Background: an optimization exercise with open tools, aiming at small area, a short achievable clock period and few clock cycles per item. Do not read the settings as production practice.
Only simulation tests tie the RTL to the original design; equivalence was not proved.

<file path="constraint.sdc">
create_clock -name core_clock -period 7.0 [get_ports {clk}]
set_input_delay 1.4000 -clock core_clock [delete_from_list [all_inputs] [get_ports {clk}]]
set_output_delay 1.4000 -clock core_clock [all_outputs]
set_load 0.01 [all_outputs]
</file>
<file path="design.v">
`timescale 1ns / 1ps
package vaca_pkg;
    localparam logic [1:0] ADJ_NONE = 2'd0;
    localparam logic [1:0] ADJ_DIV  = 2'd1;
    localparam logic [1:0] ADJ_MOD  = 2'd2;
    localparam logic [1:0] ADJ_ADD  = 2'd3;
    localparam logic [3:0] OP_ADD   = 4'd0;
    localparam logic [3:0] OP_SUB   = 4'd1;
    localparam logic [3:0] OP_SMIN  = 4'd2;
    localparam logic [3:0] OP_SMAX  = 4'd3;
    localparam logic [3:0] OP_UMIN  = 4'd4;
    localparam logic [3:0] OP_UMAX  = 4'd5;
    localparam logic [3:0] OP_SDIV  = 4'd6;
    localparam logic [3:0] OP_SMOD  = 4'd7;
    localparam logic [3:0] OP_UDIV  = 4'd8;
    localparam logic [3:0] OP_UMOD  = 4'd9;
    localparam logic [3:0] OP_MUL   = 4'd10;
    localparam logic [3:0] OP_AND   = 4'd11;
    localparam logic [3:0] OP_OR    = 4'd12;
    localparam logic [3:0] OP_XOR   = 4'd13;
    localparam logic [1:0] SZ_BYTE  = 2'd0;
    localparam logic [1:0] SZ_WORD  = 2'd1;
    localparam int S_ADD   = 0;    
    localparam int S_ALIGN = 1;    
    localparam int S_ITER  = 2;    
    localparam int S_FIX   = 3;    
    localparam int S_ALU   = 4;    
    localparam int S_SHL   = 5;    
endpackage
`timescale 1ns / 1ps
import vaca_pkg::*;
module variable_adjust_chain_alu
(
    input  logic                clk,
    input  logic                rst_n,
    input  logic                in_valid,
    output logic                in_ready,
    input  logic [173:0]        in_data_bits,
    output logic                out_valid,
    input  logic                out_ready,
    output logic [32:0]         out_data_bits
);
    logic [31:0] f_value, f_mask, f_add, f_divmod, f_start;
    logic [4:0]  f_shift;
    logic [1:0]  f_kind, f_size;
    logic [3:0]  f_op;
    logic        f_chain;
    assign {f_value, f_shift, f_mask, f_add, f_divmod, f_kind, f_op, f_size, f_chain, f_start} = in_data_bits;
    logic [5:0]  state_reg, state_next;
    logic [31:0] acc_reg;
    logic        outv_reg;
    logic [31:0] out_r_reg;
    logic        out_dz_reg;
    logic [31:0] x_reg, r_reg, d_reg;
    logic [3:0]  op_reg;
    logic [4:0]  cnt_reg;
    logic        neg_reg, wrem_reg, phase_reg, mul_reg, dz_reg, sd_reg, sgn_reg;
    logic        byte_q, word_q, kdiv_q, kmod_q;
    logic        div_q, sgn_q, rem_q, mul_q, max_q, csgn_q, sub_q;
    assign out_valid     = outv_reg;
    assign out_data_bits = {out_r_reg, out_dz_reg};
    logic s_idle, s_add, s_align, s_iter, s_fix, s_alu, s_shl;
    assign s_add   = state_reg[S_ADD];
    assign s_align = state_reg[S_ALIGN];
    assign s_iter  = state_reg[S_ITER];
    assign s_fix   = state_reg[S_FIX];
    assign s_alu   = state_reg[S_ALU];
    assign s_shl   = state_reg[S_SHL];
    assign s_idle  = (state_reg == 6'd0);
    function logic [31:0] sext_size(input logic [31:0] v, input logic is_byte, input logic is_word);
        logic [31:0] s;
        if (is_byte)
            s = {{24{v[7]}}, v[7:0]};
        else if (is_word)
            s = {{16{v[15]}}, v[15:0]};
        else
            s = v;
        sext_size = s;
    endfunction
    function logic [31:0] cneg(input logic [31:0] v, input logic s);
        logic [31:0] y;
        logic        seen;
        seen = 1'b0;
        for (int i = 0; i < 32; i++)
        begin
            y[i] = v[i] ^ (s & seen);
            seen = seen | v[i];
        end
        cneg = y;
    endfunction
    function logic [5:0] lzc(input logic [31:0] v);
        logic [15:0] nz1;    
        logic [15:0] z1;     
        logic [7:0]  nz2;
        logic [1:0]  z2 [8];
        logic [3:0]  nz3;
        logic [2:0]  z3 [4];
        logic [1:0]  nz4;
        logic [3:0]  z4 [2];
        logic [5:0]  r;
        for (int i = 0; i < 16; i++)
        begin
            nz1[i] = v[2*i+1] | v[2*i];
            z1[i]  = !v[2*i+1];
        end
        for (int i = 0; i < 8; i++)
        begin
            nz2[i] = nz1[2*i+1] | nz1[2*i];
            z2[i]  = nz1[2*i+1] ? {1'b0, z1[2*i+1]} : {1'b1, z1[2*i]};
        end
        for (int i = 0; i < 4; i++)
        begin
            nz3[i] = nz2[2*i+1] | nz2[2*i];
            z3[i]  = nz2[2*i+1] ? {1'b0, z2[2*i+1]} : {1'b1, z2[2*i]};
        end
        for (int i = 0; i < 2; i++)
        begin
            nz4[i] = nz3[2*i+1] | nz3[2*i];
            z4[i]  = nz3[2*i+1] ? {1'b0, z3[2*i+1]} : {1'b1, z3[2*i]};
        end
        if (nz4[1])
            r = {2'b00, z4[1]};
        else if (nz4[0])
            r = {2'b01, z4[0]};
        else
            r = 6'd32;
        lzc = r;
    endfunction
    logic [31:0] msk;
    logic        narrow, op_simple;
    logic        is_final, out_free, accept, done;
    always_comb
    begin
        narrow    = byte_q || word_q;
        msk       = {{16{!narrow}}, {8{!byte_q}}, 8'hFF};
        op_simple = !div_q && !mul_q;
    end
    assign is_final = (s_alu && op_simple) || (s_fix && phase_reg);
    assign out_free = !outv_reg || out_ready;
    assign in_ready = s_idle || (is_final && !outv_reg);
    assign accept   = in_valid && in_ready;
    assign done     = is_final && out_free;
    logic [31:0] in_shifted;
    assign in_shifted = $signed(f_value) >>> f_shift;
    logic [31:0] a_val, b_val, a_op, b_op;
    logic        a_top, b_top;
    always_comb
    begin
        a_val = acc_reg & msk;
        b_val = x_reg & msk;
        a_op  = csgn_q ? sext_size(a_val, byte_q, word_q) : a_val;
        b_op  = csgn_q ? sext_size(b_val, byte_q, word_q) : b_val;
        a_top = csgn_q & a_op[31];
        b_top = csgn_q & b_op[31];
    end
    logic [32:0] aux_sum;
    assign aux_sum = {a_top, a_op} + ({b_top, b_op} ^ {33{sub_q}}) + {32'd0, sub_q && !max_q};
    logic        pick_a;
    logic [31:0] alu_res;
    always_comb
    begin
        pick_a = aux_sum[32] ^ max_q;
        case (op_reg)
            OP_ADD, OP_SUB:                     alu_res = aux_sum[31:0];
            OP_SMIN, OP_SMAX, OP_UMIN, OP_UMAX: alu_res = pick_a ? a_val : b_val;
            OP_AND:                             alu_res = a_val & b_val;
            OP_OR:                              alu_res = a_val | b_val;
            OP_XOR:                             alu_res = a_val ^ b_val;
            default:                            alu_res = b_val;
        endcase
    end
    logic [31:0] ng_in, ng_out, dext;
    logic        ng_s, nx_s, nd_s;
    always_comb
    begin
        dext = kdiv_q ? sext_size(d_reg, byte_q, word_q) : (d_reg & msk);
        nx_s = sgn_reg && x_reg[31];
        nd_s = s_alu ? b_top : (kdiv_q && dext[31]);
        if (s_add)
        begin
            ng_in = dext;
            ng_s  = nd_s;
        end
        else if (s_alu)
        begin
            ng_in = b_op;
            ng_s  = nd_s;
        end
        else if (s_fix)
        begin
            ng_in = wrem_reg ? r_reg : x_reg;
            ng_s  = neg_reg;
        end
        else
        begin
            ng_in = x_reg;
            ng_s  = nx_s;
        end
        ng_out = cneg(ng_in, ng_s);
    end
    logic [5:0]  lz_p, lz_n, lz_d, lz_x, k_full;
    logic        no_iter, d_zero, d_one, nx_neg;
    always_comb
    begin
        lz_p    = lzc(x_reg);
        lz_n    = lzc(~x_reg);
        lz_d    = lzc(d_reg);
        lz_x    = nx_s ? (lz_n - 6'd1) : lz_p;
        no_iter = (lz_x > lz_d);
        k_full  = lz_d - lz_x;
        d_zero  = (d_reg == 32'd0);
        d_one   = (d_reg == 32'd1);
        nx_neg  = wrem_reg ? nx_s : (nx_s ^ sd_reg);
    end
    logic [31:0] m_add;
    logic [32:0] m_sum;
    logic        ge;
    always_comb
    begin
        m_add = mul_reg ? (x_reg & {32{d_reg[0] || s_add}}) : ~d_reg;
        m_sum = {1'b0, r_reg} + {1'b0, m_add} + {32'd0, !mul_reg};
        ge    = m_sum[32];
    end
    logic        b_zero;
    assign b_zero = (b_val == 32'd0);
    logic        take, iter_end;
    assign take     = accept;
    assign iter_end = mul_reg ? (d_reg[31:1] == 31'd0) : (cnt_reg == 5'd0);
    always_comb
    begin
        state_next = '0;
        if (s_idle || done)
        begin
            state_next[S_ADD] = take && (f_kind != ADJ_NONE);
            state_next[S_ALU] = take && (f_kind == ADJ_NONE);
        end
        else if (s_add)
        begin
            state_next[S_ALIGN] = kdiv_q || kmod_q;
            state_next[S_ALU]   = !(kdiv_q || kmod_q);
        end
        else if (s_align)
        begin
            state_next[S_FIX]  = d_zero || ((no_iter || d_one) && phase_reg)
                                 || (d_one && !phase_reg && !wrem_reg && nx_neg);
            state_next[S_ALU]  = !d_zero && !phase_reg && ((no_iter && !d_one) || (d_one && (wrem_reg || !nx_neg)));
            state_next[S_SHL]  = !d_zero && !no_iter && !d_one;
        end
        else if (s_shl)
        begin
            state_next[S_ITER] = 1'b1;
        end
        else if (s_iter)
        begin
            state_next[S_ITER] = !iter_end;
            state_next[S_ALU]  = iter_end && !phase_reg && !wrem_reg && !neg_reg;
            state_next[S_FIX]  = iter_end && (phase_reg || wrem_reg || neg_reg);
        end
        else if (s_fix)
        begin
            state_next[S_ALU] = !phase_reg;
            state_next[S_FIX] = phase_reg;
        end
        else
        begin
            state_next[S_ITER]  = mul_q;
            state_next[S_FIX]   = div_q && b_zero;
            state_next[S_ALIGN] = div_q && !b_zero;
            state_next[S_ALU]   = op_simple;
        end
    end
    always_ff @(posedge clk or negedge rst_n)
    begin
        if (!rst_n)
            state_reg <= '0;
        else
            state_reg <= state_next;
    end
    logic [31:0] res_val;
    assign res_val = (s_fix ? ng_out : alu_res) & msk;
    always_ff @(posedge clk or negedge rst_n)
    begin
        if (!rst_n)
        begin
            acc_reg  <= 32'd0;
            outv_reg <= 1'b0;
        end
        else
        begin
            if (accept && f_chain)
                acc_reg <= f_start;
            else if (done)
                acc_reg <= res_val;
            if (done)
                outv_reg <= 1'b1;
            else if (out_ready)
                outv_reg <= 1'b0;
        end
    end
    always_ff @(posedge clk)
    begin
        if (done)
        begin
            out_r_reg  <= res_val;
            out_dz_reg <= dz_reg;
        end
    end
    always_ff @(posedge clk)
    begin
        if (in_ready)
        begin
            x_reg    <= in_shifted & f_mask;
            r_reg    <= sext_size(f_add, f_size == SZ_BYTE, f_size == SZ_WORD);
            d_reg    <= f_divmod;
            op_reg   <= f_op;
            byte_q   <= (f_size == SZ_BYTE);
            word_q   <= (f_size == SZ_WORD);
            kdiv_q   <= (f_kind == ADJ_DIV);
            kmod_q   <= (f_kind == ADJ_MOD);
            div_q    <= (f_op == OP_SDIV) || (f_op == OP_SMOD) || (f_op == OP_UDIV) || (f_op == OP_UMOD);
            sgn_q    <= (f_op == OP_SDIV) || (f_op == OP_SMOD);
            rem_q    <= (f_op == OP_SMOD) || (f_op == OP_UMOD);
            mul_q    <= (f_op == OP_MUL);
            max_q    <= (f_op == OP_SMAX) || (f_op == OP_UMAX);
            csgn_q   <= (f_op == OP_SMIN) || (f_op == OP_SMAX) || (f_op == OP_SDIV) || (f_op == OP_SMOD);
            sub_q    <= (f_op != OP_ADD);
            mul_reg  <= 1'b1;      
            dz_reg   <= 1'b0;
        end
        else
        begin
            if (s_add)
            begin
                x_reg     <= m_sum[31:0];
                d_reg     <= ng_out;
                sd_reg    <= nd_s;
                sgn_reg   <= kdiv_q || narrow;
                wrem_reg  <= kmod_q;
                phase_reg <= 1'b0;
                mul_reg   <= 1'b0;
            end
            if (s_align)
            begin
                if (!wrem_reg || phase_reg)
                    x_reg <= 32'd0;
                cnt_reg <= k_full[4:0];
                if (d_zero)
                begin
                    dz_reg  <= 1'b1;
                    r_reg   <= 32'd0;
                    neg_reg <= 1'b0;
                end
                else
                begin
                    r_reg   <= ng_out;
                    neg_reg <= nx_neg;
                    if (d_one)
                    begin
                        r_reg <= 32'd0;
                        x_reg <= wrem_reg ? 32'd0 : ng_out;
                    end
                end
            end
            if (s_shl)
                d_reg <= d_reg << cnt_reg;
            if (s_iter)
            begin
                d_reg   <= {1'b0, d_reg[31:1]};
                cnt_reg <= cnt_reg - 5'd1;
                if (mul_reg)
                begin
                    r_reg <= m_sum[31:0];
                    x_reg <= {x_reg[30:0], 1'b0};
                end
                else
                begin
                    if (ge)
                        r_reg <= m_sum[31:0];
                    x_reg <= {x_reg[30:0], ge};
                end
            end
            if (s_fix && !phase_reg)
                x_reg <= ng_out;
            if (s_alu && !op_simple)
            begin
                phase_reg <= 1'b1;
                mul_reg   <= mul_q;
                wrem_reg  <= rem_q || mul_q;
                sgn_reg   <= sgn_q;
                sd_reg    <= nd_s;
                x_reg     <= a_op;
                d_reg     <= ng_out;
                if (mul_q)
                begin
                    r_reg   <= 32'd0;
                    neg_reg <= 1'b0;
                end
                else if (b_zero)
                begin
                    dz_reg  <= 1'b1;
                    r_reg   <= 32'd0;
                    x_reg   <= 32'd0;
                    neg_reg <= 1'b0;
                end
            end
        end
    end
endmodule
</file>
<file path="config.mk">
export PLATFORM = sky130hd
export DESIGN_NAME = variable_adjust_chain_alu
export DESIGN_NICKNAME = variable_adjust_chain_alu
export VERILOG_FILES = /design/flow/design.v
export SDC_FILE = /design/flow/constraint.sdc
export NUM_CORES = 4
export LEC_CHECK = 0
export ABC_AREA = 1
export CAP_MARGIN = 20
export CORE_MARGIN = 2
export CORE_UTILIZATION = 40
export PLACE_DENSITY = 0.6
export SETUP_SLACK_MARGIN = 2.0
export SLEW_MARGIN = 20
</file>
<file path="run.sh">
#!/bin/bash
# synth_recipe.tcl (not shown) runs the flow's synth.tcl, then flattens the netlist and writes it again
# the make line also repeats each setting of config.mk as NAME=value (left out here)
make -C /OpenROAD-flow-scripts/flow DESIGN_CONFIG=/design/flow/config.mk WORK_HOME=/design/flow/orfs CLKGATE_MAP_FILE= SYNTH_SCRIPT=/design/flow/synth_recipe.tcl finish
</file>
==> results.toml, run 1 <==
[status]
status = "timing/DRC/antenna clean"

[clock_tree]
cts_buffers = 17
worstSkewPairLatency_ns = 0.53
cts_max_path_buffers = 2
cts_tree = "yes"
clkSinkCount = 195
htree_levels = 4
cts-root-buf = "clkbuf_16"
cts.reportedPaths.clkPinSlew_ns = 0.09

[placed_design]
dp_hpwl_um = 93080
placed_cells = 4483
port_buffers = 212
place_congestion = 1.018

[floorplanning]
start_util_pct = 40.50
core-area_mm2 = 0.05781
dieWidth_um = 245.9
placementRows = 88
die_area_mm2 = 0.06049
io_pins = 213
die_h_um = 245.9

[finish]
fillers = 6145
multiInputGateArea_mm2 = 0.01618
fin_cells = 4540
drive_gt1_share_pct = 6.333
nNetsFinal = 4082
area.sequential_mm2 = 0.005006
syn2layout_area_growth_pct = 15.63

[yosys]
synth.distinct_cells = 76
syn_nets = 3987
yosysSeqAreaShare_pct = 21.35
synth_edf_count = 90
yosys.area.top_type = "nand2_1"
yosysWarningCount = 10
synth_commonest_cells = "nand2_1 (807), o21ai_0 (498), inv_1 (369)"
synth_top_area_share_pct = 12.94
yosysMostFrequentCell = "nand2_1"
async_reset_ff_share_pct = 20.00
postSynthCellCount = 3666
ys_ff_latch = 195
synth_area_leaders = "nand2_1 (13%), edfxtp_1 (12%), o21ai_0 (11%)"
synthFlopType = "edfxtp_1"
syn_area_mm2 = 0.02341
syn_avg_cell_area_um2 = 6.387

[setup_path]
r2r_cells = 19
cp_max_fo = 43
cp-start-kind = "flop"
reg2reg_from = "state_reg[0]$_DFF_PN0_"
cp_slowest_stage_delay_ns = 0.60
path_cells = "clkinvlp_4 -> buf_4 -> nor2_1 -> clkinv_1 -> o21ai_0 -> a21oi_1 -> nand2_1 -> inv_1 -> nand4_2 -> inv_1 -> nor2_1 -> xor2_1 -> inv_1 -> nand2_1 -> o2111ai_1 -> o21ai_0 -> a21oi_1 -> o21ai_0 -> nand2_1"
path_class = "flop to flop"
arrival_ns = 5.11
worst_path_max_delay_cell = "nor2_1"
cp.required_ns = 7.26
cp-end-kind = "flop"
rrSetupSlack_ns = 2.15
cp_num_buf_inv = 6
reg2reg_to = "d_reg[18]$_DFFE_PP_"
critical_path.top_delay_family = "buffers and inverters"

[grt]
grt_max_degree = 54
overflow = 0
grt_first_pass_wirelength_um = 171200
grt.total_usage_pct = 38.55
antenna_found_initial = 2
grt_pass1_vias = 25270

[sta]
relSlewSlack_pct = 23.10
clock_skew_ns = 0.01644
finalHoldViolCount = 0
drv_slew = 0
max_freq_ghz = 0.2062
tightestPinTransition_ns = 1.141
fin_crit_sh_pct = 69.27
rsz0062_at_grt = "false"
period_needed_ns = 4.849
setup_viol = 0
setup_tns_ns = 0

[hold_path]
min_to = "out_dz_reg$_DFFE_PP_"
hold_depth = 0
min_from = "dz_reg$_SDFF_PN0_"
hold_class = "flop to flop"

[detailed_routing]
first_pass_iters = 6
num_vias = 27940
vias_per_cell = 6.154
antenna_left = 0
drtIter0Drc = 3699
drcViolationCount = 0
wire_per_inst_um = 26.24
routed_wirelength_um = 119100

[run]
max-cap-violations = 0
-- final cells by class --
type / count / area share (%)
Inverter: 389 / 5.504
Timing Repair Buffer: 299 / 10.41
Clock buffer: 17 / 1.571
Clock inverter: 15 / 0.7117
Tap cell: 765 / 3.536
Multi-Input combinational cell: 2859 / 59.76
Antenna cell: 1 / 0.009243
Sequential cell: 195 / 18.49
-- per-layer routing --
| metal | track usage, % | vias to the layer above | routed length (µm) |
|---|---|---|---|
| li1 | - | 12880 | - |
| met1 | 52.00 | 12990 | 49040 |
| met2 | 56.08 | 1741 | 49430 |
| met3 | 9.702 | 326 | 13320 |
| met4 | 20.61 | 4 | 7288 |
| met5 | 0 | - | 25 |
-- worst max path at each step --
stage / start / to / slack (ns) / depth (start not counted)
floorplan: state_reg[0]$_DFF_PN0_ / r_reg[18]$_DFF_P_ / 2.03 / 28
global placement: byte_q$_DFFE_PN_ / acc_reg[28]$_DFFE_PN0P_ / 1.32 / 25
detailed placement: byte_q$_DFFE_PN_ / acc_reg[28]$_DFFE_PN0P_ / 1.23 / 25
CTS: d_reg[0]$_DFFE_PP_ / r_reg[22]$_DFF_P_ / 1.97 / 25
global route: byte_q$_DFFE_PN_ / acc_reg[22]$_DFFE_PN0P_ / 1.97 / 24
finish: state_reg[0]$_DFF_PN0_ / d_reg[18]$_DFFE_PP_ / 2.15 / 19
-- cells in the final DEF (no fill, tap or decap), types with 11 or more instances in the layout --
master / count
xnor2_1: 35
a211oi_1: 26
inv_1: 365
edfxtp_1: 90
a221oi_1: 27
clkdlybuf4s50_1: 211
o21bai_1: 11
nand3_1: 198
nand4_1: 11
nand2_1: 798
mux2i_1: 28
xor2_1: 68
nor3_1: 29
inv_2: 11
nand2_2: 13
clkbuf_16: 17
a21oi_1: 325
buf_4: 81
a31oi_1: 33
o2111ai_1: 21
o211ai_1: 118
dfrtp_1: 38
ha_1: 138
o22ai_1: 26
o221ai_1: 23
o21ai_0: 490
dfxtp_1: 62
o21ai_1: 33
nor2_1: 243
-- stage by stage --
step | area, µm² | setup WS (ns) | hold slack [ns] | utilization [%]
final | 27070 | 2.151 | 0.4554 | 46.83
after global routing | 27070 | 1.970 | 0.4660 | 46.83
after CTS | 26810 | 1.966 | 0.4551 | 46.38
after detailed placement | 26030 | 1.227 | 0.4257 | 45.03
after global placement | 26030 | 1.315 | 0.4257 | 45.03
after floorplan | 23410 | 2.029 | 0.4090 | -
-- kinds of logic after synthesis --
family / Yosys count / synth area share (%)
buffers and inverters: 613 / 10.44
adder cells (fa/ha/maj): 143 / 7.802
XOR/XNOR: 105 / 3.928
AO/OA/AOI/OAI: 1226 / 30.83
flip-flops: 195 / 21.35
multiplexers: 28 / 1.197
AND/OR/NAND/NOR: 1356 / 24.45
-- timing repair --
item                       in CTS  in global routing
hold buffers                    0                  0
setup endpoints to repair     122                129
setup buffers                   9                 14
gates cloned                    0                  1
pin swaps                       2                  8
resized for setup              26                 47
Testbench counts, summed over its fixed seeds: cycles 24,882, items 3,200.
==> run 2, diff against run 1 <==
--- a/config.mk
+++ b/config.mk
@@ -9,6 +9,6 @@
 export CAP_MARGIN = 20
 export CORE_MARGIN = 2
-export CORE_UTILIZATION = 40
-export PLACE_DENSITY = 0.6
-export SETUP_SLACK_MARGIN = 2.0
+export CORE_UTILIZATION = 50
+export PLACE_DENSITY = 0.65
+export SETUP_SLACK_MARGIN = 2.5
 export SLEW_MARGIN = 20
==> run 2 against run 1 <==
Still clean on timing, DRC and antenna. Synthesized cell count is the same. Count of clock-buffer cells in the layout is the same. Area after synthesis is the same. Core utilization grew 14 points. Fmax grew 4.5%. Clock skew grew 0.0045 ns. Register-to-register slack gained 0.21 ns. Non-clock buffer count grew 65. First-iteration DRC count grew 34%. Largest cell class unchanged.
==> results.toml, run 2 <==
[grt]
grt_max_degree = 66
overflow = 0
grt.total_usage_pct = 46.80
grt_first_pass_wirelength_um = 168500
antenna_found_initial = 3
grt_pass1_vias = 26700

[setup_path]
r2r_cells = 24
cp-start-kind = "flop"
path_class = "flop to flop"
rrSetupSlack_ns = 2.36
cp_max_fo = 8
cp.required_ns = 7.43
reg2reg_from = "d_reg[0]$_DFFE_PP_"
arrival_ns = 5.06
cp-end-kind = "flop"
reg2reg_to = "r_reg[3]$_DFF_P_"

[status]
status = "timing/DRC/antenna clean"

[sta]
drv_slew = 0
whs_ns = 0.4765
setup_tns_ns = 0
fin_crit_sh_pct = 66.26
rsz0062_at_grt = "true"
tightestPinTransition_ns = 1.367
setup_viol = 0
period_needed_ns = 4.638
finalHoldViolCount = 0
clock_skew_ns = 0.02091
relSlewSlack_pct = 8.787
setup_ws_ns = 2.362
max_freq_ghz = 0.2156

[finish]
final_common_cell = "nand2_1"
syn2layout_area_growth_pct = 21.07
drive_gt1_share_pct = 11.33
fin_util_pct = 61.15
fin_cells = 4449
nNetsFinal = 4149
fillers = 4417
layout_common_cells = "nand2_1 (783), o21ai_0 (445), inv_1 (360)"

[yosys]
yosysMostFrequentCell = "nand2_1"
synthFlopType = "edfxtp_1"
synth_area_leaders = "nand2_1 (13%), edfxtp_1 (12%), o21ai_0 (11%)"
synth.distinct_cells = 76
synth_edf_count = 90
syn_avg_cell_area_um2 = 6.387
async_reset_ff_share_pct = 20.00
syn_nets = 3987
synth_top_area_share_pct = 12.94
synth_commonest_cells = "nand2_1 (807), o21ai_0 (498), inv_1 (369)"
yosysSeqAreaShare_pct = 21.35
postSynthCellCount = 3666
yosys.area.top_type = "nand2_1"
yosysWarningCount = 10
syn_area_mm2 = 0.02341
ys_ff_latch = 195

[placed_design]
placed_cells = 4323
dp_hpwl_um = 88370
port_buffers = 212
place_congestion = 1.054
place_ws_ns = 0.9498

[clock_tree]
worstSkewPairLatency_ns = 0.54
cts_max_path_buffers = 2
cts.reportedPaths.clkPinSlew_ns = 0.09
cts_buffers = 17
cts-root-buf = "clkbuf_16"
clkSinkCount = 195
htree_levels = 4
cts_tree = "yes"

[detailed_routing]
vias_per_cell = 6.735
drtIter0Drc = 4965
first_pass_iters = 7
num_vias = 29970
wire_per_inst_um = 26.71
drcViolationCount = 0
routed_wirelength_um = 118800
antenna_left = 0

[floorplanning]
start_util_pct = 50.51
io_pins = 213
die_area_mm2 = 0.04857
core-area_mm2 = 0.04636
placementRows = 79
die_h_um = 220.4
dieWidth_um = 220.4

[hold_path]
hold_class = "flop to flop"
min_from = "dz_reg$_SDFF_PN0_"
min_to = "out_dz_reg$_DFFE_PP_"
hold_depth = 0

[run]
max-cap-violations = 0
## run 2: cell types whose count changed in the layout (fill, tap and decap cells not counted), sizes merged
cell      before  now
buf           88  146
clkbuf        17   24
inv          385  388
bufinv         2    0
clkinvlp       5    7
clkinv        12   11
## run 2: worst max-delay path: stages, from the launching register on
cell      delay, ns
edfxtp_1       0.45
inv_4          0.11
nand2_8        0.06
nand3_4        0.07
o21ai_4        0.06
fa_2           0.42
fa_2           0.41
nand3_2        0.07
nand2_2        0.06
nand2_1        0.07
o211ai_1       0.15
a21boi_2       0.30
o21bai_4       0.10
a31oi_4        0.25
o21ai_2        0.10
a21boi_2       0.28
o21ai_4        0.11
a21oi_2        0.19
o21ai_2        0.11
a21oi_4        0.29
nand2_2        0.15
nand2_8        0.14
buf_12         0.15
o221ai_2       0.09
a32o_1         0.31
## run 2: per-stage QoR
stage	instance area [µm²]
2_1_floorplan	23460
3_3_place_gp	25830
3_5_place_dp	25830
4_1_cts	27000
5_1_grt	28340
6_report	28350
## run 2: cells by family after synthesis
logic type,after synthesis,synth area share (%)
simple gates,1356,24.45
compound gates,1226,30.83
buf+inv,613,10.44
flops,195,21.35
fa+ha+maj,143,7.802
xor+xnor,105,3.928
mux,28,1.197
## run 2: layout make-up
cell class	count	area (µm²)	area share, %
Clock inverter	15	190.2	0.6709
Timing Repair inverter	2	12.51	0.04414
Timing Repair Buffer	364	3595	12.68
Inverter	389	1510	5.328
Tap cell	607	759.5	2.679
Clock buffer	17	425.4	1.501
Antenna cell	1	2.502	0.008828
Sequential cell	195	5020	17.71
Multi-Input combinational cell	2859	16830	59.38
## run 2: worst max path at each step
| stage | start | slack, ns | endpoint |
|---|---|---|---|
| final | d_reg[0]$_DFFE_PP_ | 2.36 | r_reg[3]$_DFF_P_ |
| after global routing | d_reg[0]$_DFFE_PP_ | 2.28 | r_reg[22]$_DFF_P_ |
| after CTS | state_reg[0]$_DFF_PN0_ | 2.50 | r_reg[22]$_DFF_P_ |
| after detailed placement | d_reg[0]$_DFFE_PP_ | 0.95 | r_reg[22]$_DFF_P_ |
| after global placement | d_reg[0]$_DFFE_PP_ | 1.08 | r_reg[23]$_DFF_P_ |
| after floorplan | state_reg[0]$_DFF_PN0_ | 2.47 | r_reg[18]$_DFF_P_ |
## run 2: timing repair
item | 4_1_cts | 5_1_grt
buffers inserted | 18 | 62
pin swaps | 13 | 88
gates cloned | 4 | 9
endpoints found under the setup margin | 133 | 137
hold buffers | 0 | 0
gates resized for setup | 93 | 210
## run 2: metal layers
metal	vias up	global-route usage [%]	share of wire, %
met2	2511	68.68	41
met5	-	0	0.0076
met3	580	14.63	14
li1	13000	-	-
met4	2	28.77	7.7
met1	13870	59.75	37
==> run 3, diff against run 2 <==
--- a/design.v
+++ b/design.v
@@ -141,6 +141,32 @@
     assign accept   = in_valid && in_ready;
     assign done     = is_final && out_free;
-    logic [31:0] in_shifted;
-    assign in_shifted = $signed(f_value) >>> f_shift;
+    function logic [31:0] rev32(input logic [31:0] v);
+        logic [31:0] r;
+        for (int i = 0; i < 32; i++)
+            r[i] = v[31 - i];
+        rev32 = r;
+    endfunction
+    logic [31:0] sh_in, sh_out, in_shifted;
+    logic [4:0]  sh_amt;
+    logic        sh_fill;
+    logic [32:0] sh_wide;
+    always_comb
+    begin
+        if (s_shl)
+        begin
+            sh_in   = rev32(d_reg);
+            sh_fill = 1'b0;
+            sh_amt  = cnt_reg;
+        end
+        else
+        begin
+            sh_in   = f_value;
+            sh_fill = f_value[31];
+            sh_amt  = f_shift;
+        end
+        sh_wide    = $signed({sh_fill, sh_in}) >>> sh_amt;
+        sh_out     = sh_wide[31:0];
+        in_shifted = sh_out;
+    end
     logic [31:0] a_val, b_val, a_op, b_op;
     logic        a_top, b_top;
@@ -363,5 +389,5 @@
             end
             if (s_shl)
-                d_reg <= d_reg << cnt_reg;
+                d_reg <= rev32(sh_out);
             if (s_iter)
             begin
--- a/config.mk
+++ b/config.mk
@@ -9,6 +9,6 @@
 export CAP_MARGIN = 20
 export CORE_MARGIN = 2
-export CORE_UTILIZATION = 50
-export PLACE_DENSITY = 0.65
+export CORE_UTILIZATION = 40
+export PLACE_DENSITY = 0.6
 export SETUP_SLACK_MARGIN = 2.5
 export SLEW_MARGIN = 20
==> run 3 against run 2 <==
Still clean. Fmax increased by 5.0%. Clock skew is 0.0050 ns lower. Sequential share of layout area grew 0.56 points. Cell count up 0.88%. Flip-flop and latch count unchanged. Register-to-register slack improved by 0.22 ns. Critical path depth grew 2. Routed wire length down 5.0%. Cell area fell by 2.5%. Largest cell class unchanged. Highest routed layer is now met4.
==> results.toml, run 3 <==
[finish]
drive_gt1_share_pct = 11.79
nNetsFinal = 4047
final_common_cell = "nand2_1"
fin_area_mm2 = 0.02764
layout_common_cells = "nand2_1 (713), o21ai_0 (442), inv_1 (401)"
syn2layout_area_growth_pct = 23.50

[yosys]
syn_area_mm2 = 0.02238
syn_nets = 3878
postSynthCellCount = 3557
synth.distinct_cells = 69
synthFlopType = "edfxtp_1"
synth_edf_count = 90
yosys.area.top_type = "nand2_1"
synth_area_leaders = "nand2_1 (12%), edfxtp_1 (12%), o21ai_0 (11%)"
async_reset_ff_share_pct = 20.00
yosysSeqAreaShare_pct = 22.34
syn_avg_cell_area_um2 = 6.292
synth_top_area_share_pct = 12.38
yosysMostFrequentCell = "nand2_1"
ys_ff_latch = 195
yosysWarningCount = 10
synth_commonest_cells = "nand2_1 (738), o21ai_0 (481), inv_1 (423)"

[sta]
fin_crit_sh_pct = 63.12
setup_tns_ns = 0
period_needed_ns = 4.418
setup_viol = 0
finalHoldViolCount = 0
whs_ns = 0.4409
relSlewSlack_pct = 36.70
rsz0062_at_grt = "true"
tightestPinTransition_ns = 0.9484
clock_skew_ns = 0.01590
max_freq_ghz = 0.2263
drv_slew = 0

[detailed_routing]
first_pass_iters = 7
drcViolationCount = 0
routed_wirelength_um = 112900
vias_per_cell = 6.127
drtIter0Drc = 3617
wire_per_inst_um = 25.15
antenna_left = 0
num_vias = 27500

[floorplanning]
io_pins = 213
core-area_mm2 = 0.05520
die_h_um = 240.5
placementRows = 86
start_util_pct = 40.54
dieWidth_um = 240.5
die_area_mm2 = 0.05785

[setup_path]
path_class = "flop to flop"
r2r_cells = 26
cp_slowest_stage_delay_ns = 0.43
cp.depth = 26
worst_path_max_delay_cell = "edfxtp_1"
rrSetupSlack_ns = 2.58
reg2reg_to = "out_r_reg[17]$_DFFE_PP_"
critical_path.top_delay_family = "simple AND/OR/NAND/NOR gates"
cp.required_ns = 7.29
arrival_ns = 4.71
cp-start-kind = "flop"
worstSetupStartpoint = "word_q$_DFFE_PN_"
cp-end-kind = "flop"
cp_num_buf_inv = 9
reg2reg_from = "word_q$_DFFE_PN_"
cp_max_fo = 40
endpoint = "out_r_reg[17]$_DFFE_PP_"

[grt]
grt_first_pass_wirelength_um = 159800
grt.total_usage_pct = 37.53
overflow = 0
antenna_found_initial = 1
grt_max_degree = 66
grt_pass1_vias = 24670

[run]
max-cap-violations = 0

[clock_tree]
cts_max_path_buffers = 2
clkSinkCount = 195
cts.reportedPaths.clkPinSlew_ns = 0.08
cts-root-buf = "clkbuf_16"
cts_tree = "yes"
htree_levels = 4
worstSkewPairLatency_ns = 0.54
holdBufCountCts = 0
cts_buffers = 17

[status]
status = "timing/DRC/antenna clean"

[placed_design]
dp_hpwl_um = 84340
dpl_cell_area_mm2 = 0.02514
port_buffers = 212
place_congestion = 1.025

[hold_path]
hold_class = "flop to flop"
hold_depth = 0
-- run 3: cell count changes in the layout (fill, tap and decap cells not counted), moves of 14 or more --
cell | previous run | this run
a21oi_1 | 308 | 324
inv_1 | 360 | 401
mux2i_1 | 28 | 3
nand2_1 | 783 | 713
nand3_1 | 192 | 158
nor2_1 | 215 | 229
o211ai_1 | 118 | 98
o21ai_1 | 61 | 44
xnor2_1 | 33 | 15
xor2_1 | 61 | 81
-- run 3: cell families (layout without fill, tap and decap cells) --
kind of cell	Yosys count	after routing	synth area share, %
muxes	3	3	0.1342
and+or+nand+nor	1257	1262	23.26
AOI/OAI and AO/OA	1210	1210	30.99
xor gates and xnor gates	103	103	4.065
other	0	1	0
DFF	195	195	22.34
buffers and inverters	646	823	11.04
adders and majority gates	143	143	8.163
-- run 3: worst min-delay path by stage --
stage / start / slack, ns / endpoint
2_1_floorplan: dz_reg$_SDFF_PN0_ / 0.40 / out_dz_reg$_DFFE_PP_
3_3_place_gp: dz_reg$_SDFF_PN0_ / 0.42 / out_dz_reg$_DFFE_PP_
3_5_place_dp: dz_reg$_SDFF_PN0_ / 0.43 / out_dz_reg$_DFFE_PP_
4_1_cts: dz_reg$_SDFF_PN0_ / 0.44 / out_dz_reg$_DFFE_PP_
5_1_grt: dz_reg$_SDFF_PN0_ / 0.46 / out_dz_reg$_DFFE_PP_
6_report: dz_reg$_SDFF_PN0_ / 0.44 / out_dz_reg$_DFFE_PP_
-- run 3: layout make-up --
type                    instances  area, µm²
fillers                      5786      27560
inverters                     435       1733
clock buffers                  17      425.4
diodes                          1      2.502
flip-flops and latches        195       5050
multi-input cells            2721      15880
repair inverters                6      45.04
clock inverters                15      163.9
well taps                     748      935.9
repair buffers                350       3406
-- run 3: worst register-to-register path, stage by stage, from the launching register on --
cell      delay (ns)
edfxtp_1        0.43
nor2_2          0.18
buf_6           0.15
inv_6           0.04
buf_8           0.20
nor2_2          0.22
inv_1           0.15
a21oi_2         0.18
buf_4           0.16
xor2_1          0.15
ha_1            0.30
inv_2           0.11
nor3_4          0.05
and2_4          0.14
a221oi_1        0.23
o21a_1          0.17
inv_2           0.04
or2_4           0.29
nand2_8         0.15
buf_4           0.15
a21oi_1         0.05
o21ai_0         0.09
nand4_1         0.11
o21ai_0         0.12
a21oi_1         0.12
nand2_2         0.13
inv_1           0.05
-- run 3: what timing repair did --
action / in CTS / in global routing
setup endpoints to repair: 135 / 134
setup buffers: 22 / 58
gates resized for setup: 114 / 194
gates cloned: 8 / 8
pin swaps: 8 / 64
-- run 3: per-layer routing --
metal / global-route usage (%) / part of all wire [%] / wire, µm / vias up
met5: 0 / 0 / 0 / -
met4: 17.49 / 5.5 / 6235 / 0
met3: 9.287 / 12 / 13420 / 311
met2: 56.66 / 43 / 48150 / 1777
met1: 50.27 / 40 / 45060 / 12870
li1: - / - / - / 12540
-- run 3: through the flow --
step	util (%)	setup slack, ns	std cells
after detailed placement	45.54	1.448	4358
after global placement	45.54	1.436	4358
after CTS	47.76	2.455	4420
after floorplan	-	2.432	3557
final	50.07	2.582	4488
after global routing	50.06	2.391	4487
Testbench counts of run 3, summed over its fixed seeds: cycles 24,882, items 3,200.
==> run 4, diff against run 3 <==
--- a/config.mk
+++ b/config.mk
@@ -10,5 +10,5 @@
 export CORE_MARGIN = 2
 export CORE_UTILIZATION = 40
-export PLACE_DENSITY = 0.6
+export PLACE_DENSITY = 0.7
 export SETUP_SLACK_MARGIN = 2.5
 export SLEW_MARGIN = 20
==> run 4 against run 3 <==
Still clean on timing, DRC and antenna. Global-route usage shrank 0.72 points. Core utilization is 0.80 points higher. Register-to-register slack got worse by 0.11 ns. First-iteration DRC count rose by 16%.
==> results.toml, run 4 <==
[status]
status = "timing/DRC/antenna clean"

[detailed_routing]
drtIter0Drc = 4190
vias_per_cell = 6.193
antenna_left = 0
routed_wirelength_um = 112000
drcViolationCount = 0
num_vias = 27950
wire_per_inst_um = 24.81
first_pass_iters = 9

[sta]
fin_crit_sh_pct = 64.63
clock_skew_ns = 0.01741
setup_viol = 0
relSlewSlack_pct = 32.68
setup_tns_ns = 0
period_needed_ns = 4.524
tightestPinTransition_ns = 1.009
rsz0062_at_grt = "true"
drv_slew = 0
max_freq_ghz = 0.2210
finalHoldViolCount = 0

[yosys]
synth_compound_area_share_pct = 30.99
synthMuxAreaShare_pct = 0.1342
yosys.area.top_type = "nand2_1"
synth.distinct_cells = 69
synth_area_leaders = "nand2_1 (12%), edfxtp_1 (12%), o21ai_0 (11%)"
synthFlopType = "edfxtp_1"
synth_xor_area_share_pct = 4.065
yosysMostFrequentCell = "nand2_1"
yosysWarningCount = 10
synth_top_family_by_area = "compound AO/OA/AOI/OAI gates"
synthAdderAreaFrac_pct = 8.163
synth_simple_gate_area_share_pct = 23.26
postSynthCellCount = 3557
synth_top_area_share_pct = 12.38
syn_nets = 3878
ys_ff_latch = 195
syn_avg_cell_area_um2 = 6.292
yosysSeqAreaShare_pct = 22.34
async_reset_ff_share_pct = 20.00
synth_edf_count = 90
synth_commonest_cells = "nand2_1 (738), o21ai_0 (481), inv_1 (423)"
syn_area_mm2 = 0.02238

[finish]
final_common_cell = "nand2_1"
nNetsFinal = 4072
syn2layout_area_growth_pct = 25.47
layout_common_cells = "nand2_1 (712), o21ai_0 (445), inv_1 (400)"
fillers = 5655
fin_cells = 4514
drive_gt1_share_pct = 13.10
fin_util_pct = 50.87

[hold_path]
min_to = "out_dz_reg$_DFFE_PP_"
hold_class = "flop to flop"
min_from = "dz_reg$_SDFF_PN0_"
hold_depth = 0

[clock_tree]
clkSinkCount = 195
htree_levels = 4
cts_tree = "yes"
holdBufCountCts = 0
cts-root-buf = "clkbuf_16"
cts.reportedPaths.clkPinSlew_ns = 0.09
cts_buffers = 17
cts_max_path_buffers = 2
worstSkewPairLatency_ns = 0.53

[placed_design]
place_congestion = 1.043
port_buffers = 212
dp_hpwl_um = 82700
placed_cells = 4360

[floorplanning]
core-area_mm2 = 0.05520
placementRows = 86
die_h_um = 240.5
start_util_pct = 40.54
dieWidth_um = 240.5
io_pins = 213
die_area_mm2 = 0.05785

[setup_path]
cp_slowest_stage_delay_ns = 0.47
cp_max_fo = 6
r2r_cells = 29
cp-start-kind = "flop"
cp-end-kind = "flop"
arrival_ns = 4.94
path_class = "flop to flop"
cp.required_ns = 7.41
critical_path.top_delay_family = "compound AO/OA/AOI/OAI gates"
reg2reg_to = "acc_reg[31]$_DFFE_PN0P_"
rrSetupSlack_ns = 2.48
cp_num_buf_inv = 9
reg2reg_from = "byte_q$_DFFE_PN_"
worst_path_max_delay_cell = "edfxtp_1"
cpMostUsedCell = "buf_6"

[grt]
grt_pass1_vias = 24780
grt.total_usage_pct = 36.82
antenna_found_initial = 2
grt_max_degree = 86
overflow = 0
grt_first_pass_wirelength_um = 158700

[run]
max-cap-violations = 0
-- run 4: cell counts after synthesis --
Identical to the previous run, type by type.
-- run 4: layout make-up --
cell class	count	area, µm²	share of cell area, %
antenna	2	5.005	0.01782
sequential	195	5042	17.96
timing repair inverter	6	48.80	0.1738
multi-input combinational	2718	15990	56.96
clock buffer	17	425.4	1.515
inverter	435	1733	6.171
tap	748	935.9	3.333
timing repair buffer	378	3737	13.31
clock inverter	15	158.9	0.5659
-- run 4: worst max-delay path by stage --
stage | from | end | slack, ns | cells after the start
finish | byte_q$_DFFE_PN_ | acc_reg[31]$_DFFE_PN0P_ | 2.48 | 29
global route | byte_q$_DFFE_PN_ | out_r_reg[12]$_DFFE_PP_ | 2.30 | 29
CTS | state_reg[0]$_DFF_PN0_ | x_reg[25]$_DFF_P_ | 2.47 | 23
detailed placement | state_reg[0]$_DFF_PN0_ | x_reg[25]$_DFF_P_ | 1.36 | 22
global placement | state_reg[0]$_DFF_PN0_ | x_reg[25]$_DFF_P_ | 1.17 | 22
floorplan | state_reg[0]$_DFF_PN0_ | r_reg[14]$_DFF_P_ | 2.43 | 34
-- run 4: cells by family (layout without fill, tap and decap cells) --
| family | after synthesis | count (layout) |
|---|---|---|
| and+or+nand+nor | 1257 | 1259 |
| AOI/OAI and AO/OA | 1210 | 1210 |
| buffers and inverters | 646 | 851 |
| DFF | 195 | 195 |
| adders and majority gates | 143 | 143 |
| xor gates and xnor gates | 103 | 103 |
| muxes | 3 | 3 |
| other | 0 | 2 |
-- run 4: repair_timing --
item | CTS | global route
cloned | 5 | 15
pin swaps | 6 | 75
resized for setup | 100 | 239
setup endpoints to repair | 135 | 149
buffers inserted | 17 | 83
-- run 4: metrics by stage --
| step | hold WS (ns) | worst slack [ns] | cell area [µm²] |
|---|---|---|---|
| CTS | 0.4518 | 2.474 | 26270 |
| detailed placement | 0.4281 | 1.364 | 25150 |
| floorplan | 0.4030 | 2.432 | 22560 |
| global route | 0.4687 | 2.296 | 28070 |
| global placement | 0.4283 | 1.174 | 25150 |
| finish | 0.4501 | 2.476 | 28080 |
-- run 4: worst reg2reg max path: cells and delay by family, from the launching register on --
| kind | cells | cell delay, ns |
|---|---|---|
| flip-flops | 1 | 0.47 |
| AND/OR/NAND/NOR | 9 | 1.11 |
| XOR/XNOR | 1 | 0.18 |
| AO/OA/AOI/OAI | 9 | 1.33 |
| adder cells (fa/ha/maj) | 1 | 0.29 |
| buffers and inverters | 9 | 1.03 |
-- run 4: per-layer routing --
metal  share of wire [%]  vias to the layer above  GRT usage, %
li1                    -                    12600             -
met3                  13                      372         9.470
met4                 5.9                        0         17.30
met1                  40                    12910         50.53
met5                   0                        -             0
met2                  41                     2074         53.73
==> run 5, diff against run 4 <==
--- a/config.mk
+++ b/config.mk
@@ -10,5 +10,5 @@
 export CORE_MARGIN = 2
 export CORE_UTILIZATION = 40
-export PLACE_DENSITY = 0.7
-export SETUP_SLACK_MARGIN = 2.5
+export PLACE_DENSITY = 0.6
+export SETUP_SLACK_MARGIN = 3.0
 export SLEW_MARGIN = 20
==> run 5 against run 4 <==
Still clean on timing, DRC and antenna. Cell area rose by 7.0%. Fmax shrank 2.3%. Core utilization rose by 3.6 points. Routed wire length rose by 8.6%. Flip-flop and latch count stayed put. Count of clock-buffer cells in the layout unchanged. Cell count is 2.3% higher. Critical endpoint is now out_r_reg[16]$_DFFE_PP_. Highest routed layer is now met5.
==> results.toml, run 5 <==
[finish]
nNetsFinal = 4178
fin_cells = 4620
layout_common_cells = "nand2_1 (705), inv_1 (387), o21ai_0 (352)"
fin_util_pct = 54.43
drive_gt1_share_pct = 19.30
final_common_cell = "nand2_1"
syn2layout_area_growth_pct = 34.26
fillers = 5504

[yosys]
yosysSeqAreaShare_pct = 22.34
syn_avg_cell_area_um2 = 6.292
syn_area_mm2 = 0.02238
synth_top_area_share_pct = 12.38
ys_ff_latch = 195
synth.distinct_cells = 69
yosys.area.top_type = "nand2_1"
synthAdderAreaFrac_pct = 8.163
synth_compound_area_share_pct = 30.99
synth_top_family_by_area = "compound AO/OA/AOI/OAI gates"
postSynthCellCount = 3557
synth_simple_gate_area_share_pct = 23.26
synthFlopType = "edfxtp_1"
synth_area_leaders = "nand2_1 (12%), edfxtp_1 (12%), o21ai_0 (11%)"
async_reset_ff_share_pct = 20.00
synth_xor_area_share_pct = 4.065
yosysMostFrequentCell = "nand2_1"
synthMuxAreaShare_pct = 0.1342
synth_commonest_cells = "nand2_1 (738), o21ai_0 (481), inv_1 (423)"
yosysWarningCount = 10
synth_edf_count = 90
syn_nets = 3878

[sta]
rsz0062_at_grt = "true"
setup_tns_ns = 0
fin_crit_sh_pct = 66.15
tightestPinTransition_ns = 1.072
max_freq_ghz = 0.2160
drv_slew = 0
finalHoldViolCount = 0
period_needed_ns = 4.631
setup_viol = 0
clock_skew_ns = 0.02001
relSlewSlack_pct = 28.45

[setup_path]
worst_path_max_delay_cell = "edfxtp_1"
cp-start-kind = "flop"
cp.required_ns = 7.29
cp_slowest_stage_delay_ns = 0.45
cpMostUsedCell = "a21oi_2"
arrival_ns = 4.92
cp-end-kind = "flop"
rrSetupSlack_ns = 2.37
critical_path.top_delay_family = "compound AO/OA/AOI/OAI gates"
path_class = "flop to flop"
cp_max_fo = 5
cp_num_buf_inv = 10

[clock_tree]
cts_max_path_buffers = 2
holdBufCountCts = 0
cts-root-buf = "clkbuf_16"
cts_buffers = 17
cts.reportedPaths.clkPinSlew_ns = 0.09
worstSkewPairLatency_ns = 0.54
clkSinkCount = 195
cts_tree = "yes"
htree_levels = 4

[grt]
grt.total_usage_pct = 40.97
grt_max_degree = 69
antenna_found_initial = 3
grt_pass1_vias = 26420
overflow = 0
grt_first_pass_wirelength_um = 173400

[placed_design]
place_congestion = 1.065
dp_hpwl_um = 86750
placed_cells = 4362
port_buffers = 212

[detailed_routing]
drcViolationCount = 0
antenna_left = 0
wire_per_inst_um = 26.34
num_vias = 28760
drtIter0Drc = 4374
vias_per_cell = 6.224
first_pass_iters = 6
routed_wirelength_um = 121700

[run]
max-cap-violations = 0

[floorplanning]
start_util_pct = 40.54
dieWidth_um = 240.5
placementRows = 86
io_pins = 213
die_h_um = 240.5
die_area_mm2 = 0.05785
core-area_mm2 = 0.05520

[status]
status = "timing/DRC/antenna clean"

[hold_path]
hold_class = "flop to flop"
==> run 5: logic make-up (layout without fill, tap and decap cells) <==
group,count (synthesis),after routing
xor gates and xnor gates,103,103
adders and majority gates,143,143
other,0,2
buffers and inverters,646,956
AOI/OAI and AO/OA,1210,1211
DFF,195,195
muxes,3,3
and+or+nand+nor,1257,1259
==> run 5: layout make-up <==
cell class | count | area, µm² | area share, %
timing repair inverter | 7 | 70.07 | 0.2332
tap | 748 | 935.9 | 3.115
sequential | 195 | 5087 | 16.93
antenna | 2 | 5.005 | 0.01666
clock inverter | 15 | 183.9 | 0.6122
timing repair buffer | 482 | 4755 | 15.82
clock buffer | 17 | 425.4 | 1.416
multi-input combinational | 2719 | 16860 | 56.11
inverter | 435 | 1724 | 5.739
==> run 5: final timing paths <==
path                              startpoint                       to  cells after the start
hold / removal             dz_reg$_SDFF_PN0_     out_dz_reg$_DFFE_PP_                      0
min in group asynchronous              rst_n   acc_reg[3]$_DFFE_PN0P_                      1
max in group asynchronous              rst_n  acc_reg[29]$_DFFE_PN0P_                      1
hold reg to reg            dz_reg$_SDFF_PN0_     out_dz_reg$_DFFE_PP_                      0
setup reg to reg            byte_q$_DFFE_PN_  out_r_reg[16]$_DFFE_PP_                     29
setup / recovery            byte_q$_DFFE_PN_  out_r_reg[16]$_DFFE_PP_                     29
==> run 5: through the flow <==
stage / instance area, µm² / hold WS, ns / setup slack, ns
floorplan: 22590 / 0.4030 / 2.452
global placement: 25180 / 0.4247 / 1.167
detailed placement: 25200 / 0.4230 / 1.260
CTS: 28800 / 0.4456 / 2.767
global route: 30040 / 0.4544 / 2.285
finish: 30050 / 0.4432 / 2.370
==> run 5: routing by layer <==
layer / up-vias / GRT usage [%] / part of all wire [%]
met5: - / 0 / 0.019
met4: 4 / 25.39 / 7.5
met3: 464 / 10.76 / 12
met2: 2057 / 61.27 / 42
met1: 13390 / 52.58 / 38
li1: 12850 / - / -
==> run 5: what timing repair did <==
item	in CTS	in global routing
gates cloned	22	2
gates resized for setup	426	226
buffers inserted	143	57
endpoints found under the setup margin	164	158
pin swaps	80	91
==> run 6, diff against run 5 <==
--- a/config.mk
+++ b/config.mk
@@ -9,6 +9,6 @@
 export CAP_MARGIN = 20
 export CORE_MARGIN = 2
-export CORE_UTILIZATION = 40
+export CORE_UTILIZATION = 35
 export PLACE_DENSITY = 0.6
-export SETUP_SLACK_MARGIN = 3.0
+export SETUP_SLACK_MARGIN = 2.5
 export SLEW_MARGIN = 20
==> run 6 against run 5 <==
Still clean on timing, DRC and antenna. First-iteration DRC count shrank 19%. Via count fell by 6.2%. Non-clock buffer count is 146 lower. Cell area is 8.3% lower. Area after synthesis unchanged. Die area is 14% higher. Sequential share of layout area increased by 1.4 points. Largest cell class unchanged.
==> results.toml, run 6 <==
[detailed_routing]
routed_wirelength_um = 112000
drtIter0Drc = 3529
drcViolationCount = 0
num_vias = 26970
vias_per_cell = 5.903
first_pass_iters = 6
antenna_left = 0
wire_per_inst_um = 24.52

[sta]
whs_ns = 0.4463
max_freq_ghz = 0.2247
setup_tns_ns = 0
tightestPinTransition_ns = 0.9623
rsz0062_at_grt = "true"
clock_skew_ns = 0.01634
finalHoldViolCount = 0
period_needed_ns = 4.450
drv_slew = 0
setup_ws_ns = 2.550
setup_viol = 0
fin_crit_sh_pct = 63.57
relSlewSlack_pct = 35.77

[setup_path]
cp_slowest_stage_delay_ns = 0.49
cp_max_fo = 12
reg2reg_from = "byte_q$_DFFE_PN_"
cp.required_ns = 7.40
critical_path.top_delay_family = "compound AO/OA/AOI/OAI gates"
worst_path_max_delay_cell = "edfxtp_1"
path_class = "flop to flop"
arrival_ns = 4.85
cp-start-kind = "flop"
cp-end-kind = "flop"
cp_num_buf_inv = 10
worstSetupStartpoint = "byte_q$_DFFE_PN_"

[placed_design]
port_buffers = 212
place_ws_ns = 1.440
place_congestion = 1.014
placed_cells = 4452
dp_hpwl_um = 83970

[grt]
overflow = 0
grt_pass1_vias = 24670
antenna_found_initial = 6
grt_first_pass_wirelength_um = 161200
grt_max_degree = 82
grt.total_usage_pct = 32.40

[yosys]
ys_ff_latch = 195
synth_commonest_cells = "nand2_1 (738), o21ai_0 (481), inv_1 (423)"
synth_edf_count = 90
yosysWarningCount = 10
synth_simple_gate_area_share_pct = 23.26
yosysSeqAreaShare_pct = 22.34
async_reset_ff_share_pct = 20.00
synth_top_area_share_pct = 12.38
yosys.area.top_type = "nand2_1"
syn_avg_cell_area_um2 = 6.292
synth.distinct_cells = 69
syn_area_mm2 = 0.02238
synth_area_leaders = "nand2_1 (12%), edfxtp_1 (12%), o21ai_0 (11%)"
synth_compound_area_share_pct = 30.99
postSynthCellCount = 3557
synthAdderAreaFrac_pct = 8.163
syn_nets = 3878
synthMuxAreaShare_pct = 0.1342
synth_xor_area_share_pct = 4.065
synth_top_family_by_area = "compound AO/OA/AOI/OAI gates"
synthFlopType = "edfxtp_1"
yosysMostFrequentCell = "nand2_1"

[floorplanning]
placementRows = 92
die_area_mm2 = 0.06598
start_util_pct = 35.41
dieWidth_um = 256.9
io_pins = 213
die_h_um = 256.9
core-area_mm2 = 0.06320

[clock_tree]
cts_tree = "yes"
clkSinkCount = 195
cts_max_path_buffers = 2
worstSkewPairLatency_ns = 0.53
cts.reportedPaths.clkPinSlew_ns = 0.08
htree_levels = 4
cts_buffers = 17
cts-root-buf = "clkbuf_16"

[finish]
final_common_cell = "nand2_1"
drive_gt1_share_pct = 11.02
syn2layout_area_growth_pct = 23.14
nNetsFinal = 4029
layout_common_cells = "nand2_1 (722), o21ai_0 (451), inv_1 (400)"
fin_util_pct = 43.61
fin_cells = 4568

[status]
status = "timing/DRC/antenna clean"

[run]
max-cap-violations = 0

[hold_path]
min_from = "dz_reg$_SDFF_PN0_"
hold_class = "flop to flop"
==> run 6: cell counts after synthesis <==
Identical to the previous run, type by type.
==> run 6: timing repair <==
action                     4_1_cts  5_1_grt
hold buffers                     0        0
buffers inserted                22       48
setup endpoints to repair      129      125
cloned                           6        6
pin swaps                        7       54
resized for setup              103      173
==> run 6: cells by family after synthesis <==
kind of cell | Yosys count
adder cells (fa/ha/maj) | 143
multiplexers | 3
AO/OA/AOI/OAI | 1210
flip-flops | 195
XOR/XNOR | 103
buffers and inverters | 646
AND/OR/NAND/NOR | 1257
==> run 6: worst register-to-register path, delay by kind of cell (launching register included) <==
| family | cells | cell delay, ns |
|---|---|---|
| flops | 1 | 0.49 |
| buf+inv | 10 | 1.04 |
| compound gates | 11 | 1.51 |
| simple gates | 7 | 0.80 |
| xor+xnor | 1 | 0.20 |
| fa+ha+maj | 1 | 0.30 |
==> run 6: cell type report <==
type	instances	area (µm²)
inverter	435	1715
antenna	1	2.502
clock inverter	10	107.6
timing repair inverter	6	42.54
clock buffer	22	464.2
sequential	195	5056
timing repair buffer	336	3296
tap	846	1059
multi-input combinational	2717	15810
fill	6662	35640
==> run 6: worst paths after layout <==
kind	endpoint	slack, ns	cells past startpoint
worst max-delay path	acc_reg[26]$_DFFE_PN0P_	2.55	30
worst min-delay path	out_dz_reg$_DFFE_PP_	0.45	0
worst max register to register	acc_reg[26]$_DFFE_PN0P_	2.55	30
worst min register to register	out_dz_reg$_DFFE_PP_	0.45	0
max in group asynchronous	state_reg[3]$_DFF_PN0_	5.68	1
min in group asynchronous	acc_reg[2]$_DFFE_PN0P_	0.88	1
==> run 6: routing by layer <==
layer,vias up,routed length [µm],GRT usage (%)
met5,-,57,0
met4,8,5565,13.70
met3,282,12630,7.447
met2,1636,47900,49.23
met1,12530,45860,43.94
li1,12510,-,-
==> run 6: metrics by stage <==
stage / cell area [µm²]
after detailed placement: 25240
after global placement: 25240
after CTS: 26430
after floorplan: 22560
final: 27560
after global routing: 27550
==> run 7, diff against run 6 <==
--- a/design.v
+++ b/design.v
@@ -56,5 +56,5 @@
     logic [4:0]  cnt_reg;
     logic        neg_reg, wrem_reg, phase_reg, mul_reg, dz_reg, sd_reg, sgn_reg;
-    logic        byte_q, word_q, kdiv_q, kmod_q;
+    logic        byte_q, word_q, kdiv_q, kmod_q, dzin_q;
     logic        div_q, sgn_q, rem_q, mul_q, max_q, csgn_q, sub_q;
     assign out_valid     = outv_reg;
@@ -141,4 +141,12 @@
     assign accept   = in_valid && in_ready;
     assign done     = is_final && out_free;
+    logic [31:0] f_dext;
+    always_comb
+    begin
+        if (f_kind == ADJ_DIV)
+            f_dext = sext_size(f_divmod, f_size == SZ_BYTE, f_size == SZ_WORD);
+        else
+            f_dext = f_divmod & {{16{f_size[1]}}, {8{f_size != SZ_BYTE}}, 8'hFF};
+    end
     function logic [31:0] rev32(input logic [31:0] v);
         logic [31:0] r;
@@ -263,6 +271,6 @@
         else if (s_add)
         begin
-            state_next[S_ALIGN] = kdiv_q || kmod_q;
-            state_next[S_ALU]   = !(kdiv_q || kmod_q);
+            state_next[S_ALIGN] = (kdiv_q || kmod_q) && !dzin_q;
+            state_next[S_ALU]   = !(kdiv_q || kmod_q) || dzin_q;
         end
         else if (s_align)
@@ -339,4 +347,5 @@
             r_reg    <= sext_size(f_add, f_size == SZ_BYTE, f_size == SZ_WORD);
             d_reg    <= f_divmod;
+            dzin_q   <= (f_dext == 32'd0);
             op_reg   <= f_op;
             byte_q   <= (f_size == SZ_BYTE);
@@ -359,4 +368,9 @@
             begin
                 x_reg     <= m_sum[31:0];
+                if ((kdiv_q || kmod_q) && dzin_q)
+                begin
+                    x_reg  <= 32'd0;
+                    dz_reg <= 1'b1;
+                end
                 d_reg     <= ng_out;
                 sd_reg    <= nd_s;
==> run 7 against run 6 <==
Still clean on timing, DRC and antenna. Sequential share of layout area decreased by 0.29 points. Die area increased by 1.4%. Global-route usage increased by 2.7 points. Area after synthesis increased by 1.4%. Critical path type unchanged.
==> results.toml, run 7 <==
[status]
status = "timing/DRC/antenna clean"

[yosys]
synth_edf_count = 91
async_reset_ff_share_pct = 19.90
synthFlopType = "edfxtp_1"
syn_avg_cell_area_um2 = 6.313
synth_top_area_share_pct = 12.46
synth.distinct_cells = 69
syn_nets = 3915
syn_area_mm2 = 0.02269
synth_area_leaders = "nand2_1 (12%), edfxtp_1 (12%), o21ai_0 (10%)"
ys_ff_latch = 196
yosysWarningCount = 10
yosysSeqAreaShare_pct = 22.17
yosysMostFrequentCell = "nand2_1"
yosys.area.top_type = "nand2_1"
synth_commonest_cells = "nand2_1 (753), o21ai_0 (474), inv_1 (448)"
postSynthCellCount = 3594

[sta]
fin_crit_sh_pct = 63.36
whs_ns = 0.4537
max_freq_ghz = 0.2255
setup_ws_ns = 2.565
rsz0062_at_grt = "true"
clock_skew_ns = 0.02540
setup_tns_ns = 0
setup_viol = 0
drv_slew = 0
relSlewSlack_pct = 28.28
tightestPinTransition_ns = 1.076
period_needed_ns = 4.435
finalHoldViolCount = 0

[finish]
nNetsFinal = 4083
layout_common_cells = "nand2_1 (736), o21ai_0 (441), inv_1 (432)"
fin_area_mm2 = 0.02803
syn2layout_area_growth_pct = 23.55
fin_util_pct = 43.64
fillers = 6827
drive_gt1_share_pct = 11.44
n_antenna_cell = 0
final_common_cell = "nand2_1"

[grt]
grt_first_pass_wirelength_um = 171800
overflow = 0
grt_max_degree = 71
antenna_found_initial = 1
grt_pass1_vias = 24710
grt.total_usage_pct = 35.09

[setup_path]
arrival_ns = 4.82
cp-start-kind = "flop"
cpMostUsedCell = "nor2_4"
cp.required_ns = 7.38
critical_path.top_delay_family = "simple AND/OR/NAND/NOR gates"
worst_path_max_delay_cell = "edfxtp_1"
cp_slowest_stage_delay_ns = 0.44
path_class = "flop to flop"
cp_num_buf_inv = 3
cp-end-kind = "flop"
path_cells = "clkinvlp_4 -> buf_4 -> buf_4 -> nand2_1 -> nand2_2 -> nand3_4 -> nor2_4 -> nand4_4 -> nor2_4 -> nand4_2 -> nor2_4 -> nand4_2 -> nor2_4 -> nand4_4 -> nor2_4 -> nand4_4 -> nor2_4 -> nand3_1 -> nand2_1 -> xor2_2 -> o22ai_1 -> o21ai_0 -> o21ai_0"
cp_max_fo = 4

[floorplanning]
die_h_um = 258.6
start_util_pct = 35.33
io_pins = 213
dieWidth_um = 258.6
core-area_mm2 = 0.06423
placementRows = 93
die_area_mm2 = 0.06688

[placed_design]
place_congestion = 1.102
dpl_cell_area_mm2 = 0.02561
port_buffers = 212
place_ws_ns = 1.391
dp_hpwl_um = 95250

[detailed_routing]
antenna_left = 0
drcViolationCount = 0
wire_per_inst_um = 26.44
routed_wirelength_um = 122400
drtIter0Drc = 3815
top_layer = "met5"
wl_met3_um = 14530
num_vias = 27600
vias_per_cell = 5.962
wl_met1_um = 50320
met2_length_um = 49500
first_pass_iters = 8

[clock_tree]
worstSkewPairLatency_ns = 0.54
cts_buffers = 17
cts.reportedPaths.clkPinSlew_ns = 0.08
clkSinkCount = 196
cts-root-buf = "clkbuf_16"
holdBufCountCts = 0
cts_max_path_buffers = 2
cts_tree = "yes"
htree_levels = 4

[hold_path]
hold_class = "flop to flop"

[run]
max-cap-violations = 0
run 7: cell count changes in the layout (fill, tap and decap cells not counted), moves of 14 or more:
cell	delta
o22ai_1	+25
a22oi_1	+17
a31oi_1	-30
nor2_1	-21
nand2_1	+14
o211ai_1	+18
xor2_1	-21
inv_1	+32
run 7: cells by family after synthesis:
family	count (synthesis)	synth area share, %
DFF	196	22.17
adders and majority gates	143	8.051
xor gates and xnor gates	100	3.893
muxes	4	0.1765
buffers and inverters	671	11.38
AOI/OAI and AO/OA	1226	31.09
and+or+nand+nor	1254	23.24
run 7: per-layer routing:
metal  track usage, %  vias to the layer above
li1                 -                    12660
met1            48.25                    12880
met2            49.78                     1783
met3            8.979                      282
met4            19.33                        2
met5                0                        -
run 7: final timing paths:
check                                   start                     end  slack [ns]  cells after the start
min reg2reg                 dz_reg$_SDFF_PN0_    out_dz_reg$_DFFE_PP_        0.45                      0
max reg2reg                d_reg[0]$_DFFE_PP_       r_reg[26]$_DFF_P_        2.56                     23
min in group asynchronous               rst_n  acc_reg[5]$_DFFE_PN0P_        0.89                      1
max in group asynchronous               rst_n  state_reg[5]$_DFF_PN0_        5.67                      1
min                         dz_reg$_SDFF_PN0_    out_dz_reg$_DFFE_PP_        0.45                      0
max                        d_reg[0]$_DFFE_PP_       r_reg[26]$_DFF_P_        2.56                     23
run 7: worst register-to-register path, cell delays in order (launching register included):
cell	delay (ns)
edfxtp_1	0.44
clkinvlp_4	0.15
buf_4	0.17
buf_4	0.22
nand2_1	0.09
nand2_2	0.16
nand3_4	0.11
nor2_4	0.15
nand4_4	0.13
nor2_4	0.15
nand4_2	0.14
nor2_4	0.17
nand4_2	0.13
nor2_4	0.19
nand4_4	0.12
nor2_4	0.25
nand4_4	0.15
nor2_4	0.14
nand3_1	0.13
nand2_1	0.14
xor2_2	0.42
o22ai_1	0.25
o21ai_0	0.19
o21ai_0	0.09
run 7: through the flow:
step,std cells
finish,4630
global route,4630
CTS,4577
detailed placement,4513
global placement,4513
floorplan,3594
run 7: timing repair:
item	in CTS	in global routing
pin swaps	17	54
cloned	3	4
endpoints found under the setup margin	142	146
setup buffers	29	48
gates resized for setup	97	196
run 7: area by class of cell:
type	instances	area (µm²)	area share, %
clock inverter	13	143.9	0.5133
timing repair inverter	2	12.51	0.04463
timing repair buffer	349	3367	12.01
tap	855	1070	3.816
multi-input combinational	2730	16130	57.55
inverter	466	1814	6.472
clock buffer	19	432.9	1.544
sequential	196	5061	18.05
Testbench counts of run 7, summed over its fixed seeds: cycles 24,490, items 3,200.

separate check: timing with driven ports:
How much do the figures lean on ideal ports? The routed layouts below were timed once more, with nothing changed but the port constraints.
Step 1, drivers: a clkbuf_16 drives clk and a buf_2 each remaining input, both assumed.
Step 2 times the ports against the registers' clock, not the clock port: input delays grow and output delays shrink by t, the midpoint of the rising clock arrivals with the driver on.
Slacks: ideal ports / drivers / drivers and shift; pairs: ideal ports / drivers.
run | shift t [ns] | setup WS [ns] | hold WS [ns] | worst data-port slew with drivers (ns)
run 1 | 0.584 | 2.151 / 2.151 / 2.151 | 0.455 / 0.455 / 0.455 | 0.13
run 2 | 0.595 | 2.362 / 2.362 / 2.078 | 0.477 / 0.477 / 0.477 | 0.06
run 3 | 0.591 | 2.582 / 2.582 / 2.148 | 0.441 / 0.441 / 0.441 | 0.07
run 4 | 0.583 | 2.476 / 2.476 / 2.054 | 0.450 / 0.450 / 0.450 | 0.09
run 5 | 0.589 | 2.369 / 2.369 / 2.369 | 0.443 / 0.443 / 0.443 | 0.07
run 6 | 0.581 | 2.550 / 2.550 / 2.074 | 0.446 / 0.446 / 0.446 | 0.06
run 7 | 0.591 | 2.565 / 2.565 / 2.117 | 0.454 / 0.454 / 0.454 | 0.06
After both steps setup and hold are still met in every run listed. The setup slack of run 6, which loses most, moves by 0.000 ns with the drivers and by -0.476 ns with both steps.
